What follows belongs to an exercise in optimizing a design on an open flow for small area, a short achievable clock period and few clock cycles; a production flow would make more cautious choices. Function was checked by simulation only, so behaviour that the tests miss may differ from the original. Power and IR drop assume default switching activity.

### design/flow/design.v
package sw_seq_pkg;
    typedef enum logic [1:0] {
        BASE_A = 2'd0,
        BASE_C = 2'd1,
        BASE_G = 2'd2,
        BASE_T = 2'd3
    } base_t;
    localparam int SCORE_W_DEF = 10;
    localparam int NUM_CELLS_DEF = 16;
endpackage
package sw_ctrl_pkg;
    typedef enum logic [2:0] {
        IDLE   = 3'd0,   
        LOAD   = 3'd1,   
        STREAM = 3'd2,   
        DRAIN  = 3'd3,   
        DONE   = 3'd4    
    } sw_state_t;
endpackage
`timescale 1ns/1ps
module sw_step_counter #(
    parameter int CNT_W = 4
) (
    input  logic             clk,
    input  logic             rst,
    input  logic             clr,     
    input  logic             inc,
    input  logic [CNT_W-1:0] limit,   
    output logic [CNT_W-1:0] count,
    output logic             hit      
);
    logic [CNT_W-1:0] last_val;   
    assign last_val = limit - CNT_W'(1);
    assign hit = (count == last_val);
    always_ff @(posedge clk) begin
        if (rst) begin
            count <= '0;
        end else if (clr) begin
            count <= '0;
        end else if (inc) begin
            count <= count + CNT_W'(1);   
        end
    end
endmodule
`timescale 1ns/1ps
module sw_array_fsm #(
    parameter int   NUM_CELLS = 8,
    parameter int   CNT_W     = 4,
    localparam int  IDX_W     = (NUM_CELLS > 1) ? $clog2(NUM_CELLS) : 1
) (
    input  logic             clk,
    input  logic             rst,
    input  logic             start,          
    input  logic [CNT_W-1:0] query_len,      
    input  logic             query_wr,
    input  logic             target_valid,
    input  logic             target_last,
    input  logic [CNT_W-1:0] count,
    input  logic             count_hit,
    output logic             cnt_clr,
    output logic             cnt_inc,
    output logic [CNT_W-1:0] cnt_limit,
    output logic             bank_wr,
    output logic [IDX_W-1:0] bank_idx,
    output logic             bank_clr,
    output logic             col_valid,      
    output logic             col_first,      
    output logic             busy,
    output logic             done
);
    sw_ctrl_pkg::sw_state_t state;
    logic [CNT_W-1:0]       len_q;        
    logic                   first_pend;   
    always_ff @(posedge clk) begin
        if (rst) begin
            state      <= sw_ctrl_pkg::IDLE;
            first_pend <= 1'b0;
        end else begin
            case (state)
                sw_ctrl_pkg::IDLE:   if (start) state <= sw_ctrl_pkg::LOAD;
                sw_ctrl_pkg::LOAD:   if (query_wr && count_hit) state <= sw_ctrl_pkg::STREAM;
                sw_ctrl_pkg::STREAM: if (target_valid && target_last) state <= sw_ctrl_pkg::DRAIN;
                sw_ctrl_pkg::DRAIN:  if (count_hit) state <= sw_ctrl_pkg::DONE;
                sw_ctrl_pkg::DONE:   state <= sw_ctrl_pkg::IDLE;   
                default:             state <= sw_ctrl_pkg::IDLE;
            endcase
            if (state == sw_ctrl_pkg::LOAD && query_wr && count_hit) begin
                first_pend <= 1'b1;   
            end else if (col_valid) begin
                first_pend <= 1'b0;
            end
        end
    end
    always_ff @(posedge clk) begin
        if (state == sw_ctrl_pkg::IDLE && start) begin
            len_q <= query_len;
        end
    end
    assign bank_clr  = (state == sw_ctrl_pkg::IDLE) && start;   
    assign bank_wr   = (state == sw_ctrl_pkg::LOAD) && query_wr;
    assign bank_idx  = count[IDX_W-1:0];                        
    assign col_valid = (state == sw_ctrl_pkg::STREAM) && target_valid;
    assign col_first = col_valid && first_pend;
    assign cnt_clr   = (state != sw_ctrl_pkg::LOAD) && (state != sw_ctrl_pkg::DRAIN);
    assign cnt_inc   = bank_wr || (state == sw_ctrl_pkg::DRAIN);
    assign cnt_limit = (state == sw_ctrl_pkg::DRAIN) ? CNT_W'(NUM_CELLS) : len_q;
    assign busy = (state == sw_ctrl_pkg::LOAD) || (state == sw_ctrl_pkg::STREAM) ||
                  (state == sw_ctrl_pkg::DRAIN);
    assign done = (state == sw_ctrl_pkg::DONE);
endmodule
`timescale 1ns/1ps
module sw_query_bank #(
    parameter int   NUM_CELLS = 8,
    localparam int  IDX_W     = (NUM_CELLS > 1) ? $clog2(NUM_CELLS) : 1
) (
    input  logic                                clk,
    input  logic                                rst,
    input  logic                                clr,     
    input  logic                                wr,
    input  logic [IDX_W-1:0]                    idx,     
    input  sw_seq_pkg::base_t                   base,
    output sw_seq_pkg::base_t [NUM_CELLS-1:0]   bases,   
    output logic [NUM_CELLS-1:0]                row_en   
);
    always_ff @(posedge clk) begin
        if (rst) begin
            row_en <= '0;
        end else if (clr) begin
            row_en <= '0;
        end else if (wr) begin
            row_en[idx] <= 1'b1;
        end
    end
    always_ff @(posedge clk) begin
        if (wr) begin
            bases[idx] <= base;   
        end
    end
endmodule
`timescale 1ns/1ps
module sw_cell #(
    parameter int   SCORE_W   = 10,
    parameter int   NUM_CELLS = 8,
    parameter int   INDEX     = 0,   
    localparam int  IDX_W     = (NUM_CELLS > 1) ? $clog2(NUM_CELLS) : 1
) (
    input  logic                      clk,
    input  logic                      rst,
    input  sw_seq_pkg::base_t         query,
    input  logic                      query_en,
    input  logic signed [SCORE_W-1:0] match_score,
    input  logic signed [SCORE_W-1:0] mismatch_score,
    input  logic signed [SCORE_W-1:0] gap_open,
    input  logic                      valid_in,
    input  logic                      first_in,
    input  sw_seq_pkg::base_t         target_in,
    input  logic signed [SCORE_W-1:0] h_in,           
    input  logic signed [SCORE_W-1:0] h_max_in,       
    input  logic        [IDX_W-1:0]   h_max_idx_in,
    output logic                      valid_out,
    output logic                      first_out,
    output sw_seq_pkg::base_t         target_out,
    output logic signed [SCORE_W-1:0] h_out,          
    output logic signed [SCORE_W-1:0] h_max_out,
    output logic        [IDX_W-1:0]   h_max_idx_out
);
    logic signed [SCORE_W-1:0] h_diag;       
    logic signed [SCORE_W-1:0] diag, left;   
    logic signed [SCORE_W-1:0] sub;
    logic signed [SCORE_W-1:0] s_diag, s_left, s_up, score;
    logic signed [SCORE_W-1:0] next_h;
    logic signed [SCORE_W-1:0] old_max;      
    logic        [IDX_W-1:0]   old_idx;
    function automatic logic signed [SCORE_W-1:0] smax(input logic signed [SCORE_W-1:0] a,
                                                       input logic signed [SCORE_W-1:0] b);
        smax = (a < b) ? b : a;   
    endfunction
    assign diag   = first_in ? '0 : h_diag;   
    assign left   = first_in ? '0 : h_out;
    assign sub    = (query == target_in) ? match_score : mismatch_score;
    assign s_diag = diag + sub;
    assign s_left = left + gap_open;           
    assign s_up   = h_in + gap_open;
    assign score  = smax(smax('0, s_diag), smax(s_left, s_up));   
    assign next_h = query_en ? score : h_in;   
    assign old_max = first_in ? '0 : h_max_out;
    assign old_idx = first_in ? '0 : h_max_idx_out;
    always_ff @(posedge clk) begin
        if (rst) begin
            valid_out <= 1'b0;
            first_out <= 1'b0;
        end else begin
            valid_out <= valid_in;   
            first_out <= first_in;
        end
    end
    always_ff @(posedge clk) begin
        target_out <= target_in;   
        if (valid_in) begin
            h_diag <= h_in;
            h_out  <= next_h;
        end
    end
    always_ff @(posedge clk) begin
        if (rst) begin
            h_max_out     <= '0;
            h_max_idx_out <= '0;
        end else if (valid_in) begin
            if (h_max_in >= old_max && h_max_in >= next_h) begin
                h_max_out     <= h_max_in;
                h_max_idx_out <= h_max_idx_in;
            end else if (old_max >= next_h) begin
                h_max_out     <= old_max;
                h_max_idx_out <= old_idx;
            end else begin
                h_max_out     <= next_h;
                h_max_idx_out <= IDX_W'(INDEX);
            end
        end
    end
endmodule
`timescale 1ns/1ps
module sw_align_top #(
    parameter int   NUM_CELLS = sw_seq_pkg::NUM_CELLS_DEF,
    parameter int   SCORE_W   = sw_seq_pkg::SCORE_W_DEF,
    localparam int  CNT_W     = $clog2(NUM_CELLS + 1),   
    localparam int  IDX_W     = (NUM_CELLS > 1) ? $clog2(NUM_CELLS) : 1
) (
    input  logic                      clk,
    input  logic                      rst,
    input  logic                      start,
    input  logic        [CNT_W-1:0]   query_len,
    input  logic                      query_wr,
    input  logic        [1:0]         query_base,
    input  logic                      target_valid,
    input  logic        [1:0]         target_base,
    input  logic                      target_last,
    input  logic signed [SCORE_W-1:0] match_score,
    input  logic signed [SCORE_W-1:0] mismatch_score,
    input  logic signed [SCORE_W-1:0] gap_open,
    output logic                      busy,
    output logic                      done,
    output logic signed [SCORE_W-1:0] best_score,
    output logic        [IDX_W-1:0]   best_query_idx
);
    logic cnt_clr, cnt_inc, count_hit, bank_wr, bank_clr;
    logic [CNT_W-1:0] count, cnt_limit;
    logic [IDX_W-1:0] bank_idx;
    sw_seq_pkg::base_t [NUM_CELLS-1:0] bases;
    logic [NUM_CELLS-1:0] row_en;
    logic                      valid_c  [NUM_CELLS+1];
    logic                      first_c  [NUM_CELLS+1];
    sw_seq_pkg::base_t         target_c [NUM_CELLS+1];
    logic signed [SCORE_W-1:0] h_c      [NUM_CELLS+1];
    logic signed [SCORE_W-1:0] hmax_c   [NUM_CELLS+1];
    logic        [IDX_W-1:0]   hidx_c   [NUM_CELLS+1];
    sw_array_fsm #(.NUM_CELLS(NUM_CELLS), .CNT_W(CNT_W)) fsm_i (
        .clk, .rst, .start, .query_len, .query_wr, .target_valid, .target_last,
        .count, .count_hit, .cnt_clr, .cnt_inc, .cnt_limit, .bank_wr, .bank_idx,
        .bank_clr, .col_valid(valid_c[0]), .col_first(first_c[0]), .busy, .done
    );
    sw_step_counter #(.CNT_W(CNT_W)) cnt_i (
        .clk, .rst, .clr(cnt_clr), .inc(cnt_inc), .limit(cnt_limit), .count, .hit(count_hit)
    );
    sw_query_bank #(.NUM_CELLS(NUM_CELLS)) bank_i (
        .clk, .rst, .clr(bank_clr), .wr(bank_wr), .idx(bank_idx), .base(sw_seq_pkg::base_t'(query_base)),
        .bases, .row_en
    );
    assign target_c[0] = sw_seq_pkg::base_t'(target_base);
    assign h_c[0]      = '0;
    assign hmax_c[0]   = '0;
    assign hidx_c[0]   = '0;
    for (genvar k = 0; k < NUM_CELLS; k++) begin : g_cell
        sw_cell #(.SCORE_W(SCORE_W), .NUM_CELLS(NUM_CELLS), .INDEX(k)) cell_i (
            .clk, .rst, .query(bases[k]), .query_en(row_en[k]),
            .match_score, .mismatch_score, .gap_open,
            .valid_in(valid_c[k]), .first_in(first_c[k]), .target_in(target_c[k]),
            .h_in(h_c[k]), .h_max_in(hmax_c[k]), .h_max_idx_in(hidx_c[k]),
            .valid_out(valid_c[k+1]), .first_out(first_c[k+1]), .target_out(target_c[k+1]),
            .h_out(h_c[k+1]), .h_max_out(hmax_c[k+1]), .h_max_idx_out(hidx_c[k+1])
        );
    end
    assign best_score     = hmax_c[NUM_CELLS];   
    assign best_query_idx = hidx_c[NUM_CELLS];
endmodule
### design/flow/run.sh
#!/bin/bash
# synth_recipe.tcl (not shown) runs the flow's synth.tcl, then flattens the netlist and writes it again
# the make line also repeats each setting of config.mk as NAME=value (left out here)
make -C /OpenROAD-flow-scripts/flow DESIGN_CONFIG=/design/flow/config.mk WORK_HOME=/design/flow/orfs CLKGATE_MAP_FILE= SYNTH_SCRIPT=/design/flow/synth_recipe.tcl finish
### design/flow/config.mk
export PLATFORM = sky130hd
export DESIGN_NAME = sw_align_top
export DESIGN_NICKNAME = sw_align_top
export VERILOG_FILES = /design/flow/design.v
export SDC_FILE = /design/flow/constraint.sdc
export NUM_CORES = 4
export LEC_CHECK = 0
export CAP_MARGIN = 20
export CORE_MARGIN = 2
export CORE_UTILIZATION = 40
export SLEW_MARGIN = 20
### design/flow/constraint.sdc
create_clock -name core_clock -period 10.0 [get_ports {clk}]
set_input_delay 2.0000 -clock core_clock [delete_from_list [all_inputs] [get_ports {clk}]]
set_output_delay 2.0000 -clock core_clock [all_outputs]
set_load 0.01 [all_outputs]
==> qor.txt <==
HPWL after DPL - 198 mm
Die ar. - 179,000 µm²
most used cell, CP - a21oi_1
1st-pass router iterations - 6
Crit path required time - 10.66 ns
Worst Tran Pin Value - 1.12 ns
num ports - 61
synthesized area - 70,200 µm²
Area growth, synth to finish - 15.2%
largest net degree at the start of global routing - 107
met1 WL - 113 mm
worst-skew pair later-pin latency - 0.73 ns
Clock Sinks - 641
Top Metal Used - met4
gr usage total - 0.271
CP arrival - 10.22 ns
vias per cell - 5.70
slew margin rel. - 0.235
Seq/Total Area, Yosys - 0.232
number of synthesized flops with an enable pin - 347
antenna violations before repair - 12
syn avg cell area - 8.57 µm²
clk slew on worst S/H paths - 0.06 ns
final worst path period share - 0.956
Seq cells post-synth - 641
metal3 WL - 13.7 mm
Non-Filler Instances - 11,134
Synth cell types - 92
Final Cell Area - 80,800 µm²
routability-driven placement congestion ratio - 0.989
Hold Vio Cnt, Final - 0
synth warn - 30
core area - 174,000 µm²
Rows - 153
layout cell share with drive strength beyond 1 - 0.125
CP max-delay cell - or4_1
first-pass GRT wire length - 375 mm
Leakage - 37.1 nW
Fin Hold WS - 0.364 ns
CP Class - primary input to flop
# port buffers - 60
area post-placement - 77,900 µm²
outcome - finished clean
setup slack, reg-to-reg - 1.27 ns
CTS max path bufs - 3
startpoint types - primary input
Maximum Capacitance Violations - 0
worst hold path class - flop to flop
most common library cell in the layout ignoring fill and taps - ha_1
final core occ - 0.464
Synth async-reset ratio - 0
fill count - 16,799
final setup vio count - 0
power per cell area - 119 nW/µm²
CTS buffer count - 80
H-tree depth - 3
clock root buffer master - clkbuf_16
Routed WL - 249 mm
Syn Inst Count - 8,188
Worst Clk Skew - 0.0259 ns
Pins Over Slew Limit - 0
via count - 63,511
Inst Count DP - 10,976
Met2 Wirelength - 111 mm
Starting Density - 0.403
CP Capture Type - flop
Worst path max stage delay - 0.48 ns
crit-path max FO - 16
Fmax - 105 MHz
gr ovfl total - 0
most frequent cells in the layout - ha_1 (1,184), inv_1 (716), buf_4 (619)
ys flop type - edfxtp_1
die width - 423 µm
nets - 10,009
vias in the first global route - 61,524
post-DR wirelength/cell - 22.4 µm
Syn Nets - 9,463
post-route antenna net violation count - 0
initial DRC count - 5,037
DRC - 0
CTS tree - built
Fin Setup TNS - 0 ns
maximum VDD drop - 0.000128 V
Tmin final - 9.56 ns
DIE HEIGHT - 423 µm
[power by group]
part | internal, mW | switching [mW] | total, mW
Sequential | 2.77 | 0.0108 | 2.78
Combinational | 1.59 | 2.04 | 3.63
Clock | 1.84 | 1.36 | 3.20
[synth_stat cells, drive strengths merged (143+ instances only)]
master	instances	share of area
ha	1184	0.21
inv	718	0.038
nor2	609	0.033
a21oi	527	0.038
nor2b	484	0.043
nand2	397	0.021
o21ai	389	0.028
edfxtp	347	0.15
nand2b	309	0.028
dfxtp	294	0.084
xnor2	289	0.036
mux2i	235	0.034
a21o	226	0.024
clkbuf	217	0.012
mux2	198	0.032
xor2	152	0.019
nor3	143	0.010
[metrics by stage]
stage / power (mW) / worst slack (ns)
floorplan: 5.15 / 0.273
global placement: 6.34 / -0.191
detailed placement: 6.39 / -0.292
CTS: 9.61 / 0.448
global route: 10.1 / -0.0183
finish: 9.61 / 0.436
[sequential cells by signal (all words and copies together) (netlist names), 16 cells and up]
signal / count
g_cell.cell_i.h_max_idx_out: 49
g_cell.cell_i.h_max_out: 160
g_cell.cell_i.h_out: 160
bank_i.bases: 32
bank_i.row_en: 16
g_cell.cell_i.target_out: 30
g_cell.cell_i.h_diag: 150
[logic make-up after synthesis]
kind of cell	share of synthesized area
xor gates and xnor gates	0.0550
muxes	0.0654
AOI/OAI and AO/OA	0.189
buffers and inverters	0.0513
and+or+nand+nor	0.183
DFF	0.232
adders and majority gates	0.224
[path summary, 6_finish.rpt]
path,cells past startpoint,end,startpoint
setup / recovery,40,g_cell[5].cell_i.h_max_out[5],gap_open[0]
hold reg to reg,0,g_cell[10].cell_i.target_out[1],g_cell[9].cell_i.target_out[1]
setup reg to reg,38,g_cell[5].cell_i.h_max_out[5],g_cell[4].cell_i.first_out
hold / removal,0,g_cell[10].cell_i.target_out[1],g_cell[9].cell_i.target_out[1]
[area by class of cell]
type | instances | area [µm²] | share of cell area
multi-input cells | 6591 | 50300 | 0.623
flip-flops and latches | 641 | 16300 | 0.202
repair buffers | 701 | 5690 | 0.0704
well taps | 2325 | 2910 | 0.0360
inverters | 719 | 2700 | 0.0334
clock buffers | 94 | 2160 | 0.0267
clock inverters | 56 | 716 | 0.00885
diodes | 7 | 17.5 | 0.000217
[worst max-delay path, delay by kind of cell]
kind	cells	cell delay, ns
XOR/XNOR	2	0.28
buffers and inverters	6	1.08
adder cells (fa/ha/maj)	4	1.16
AO/OA/AOI/OAI	21	4.18
AND/OR/NAND/NOR	7	1.46
[timing repair]
action | 4_1_cts | 5_1_grt
resized for setup | 0 | 15
buffers inserted | 0 | 1
hold buffers | 0 | 0
endpoints found under the setup margin | 0 | 63
[routing by layer]
layer,vias to the layer above,global-route usage
met1,30408,0.368
li1,30816,-
met5,-,0
met2,1808,0.432
met4,0,0.118
met3,479,0.0318
Testbench counts, summed over its fixed seeds: cycles 26,043.

what the ideal ports hide:
How much do the figures lean on ideal ports? The routed layout below was timed once more, with nothing changed but the port constraints. Step 1 assumes that a clkbuf_16 drives the clock port and a buf_2 every other input. Step 2 times the ports against the registers' clock, not the clock port: input delays grow and output delays shrink by t, the midpoint of the rising clock arrivals with the driver on. a / b / c = ideal / step 1 / step 2; a / b = the first two.
t, ns: 0.807
setup slack, ns: 0.436 / 0.509 / -0.299
hold slack, ns: 0.364 / 0.364 / 0.364
latest minus earliest clock arrival (ns): 0.027 / 0.027
Met with ideal ports but missed after step 2: setup timing in this run. The setup slack of this run moves by +0.073 ns with the drivers and by -0.735 ns with both steps.
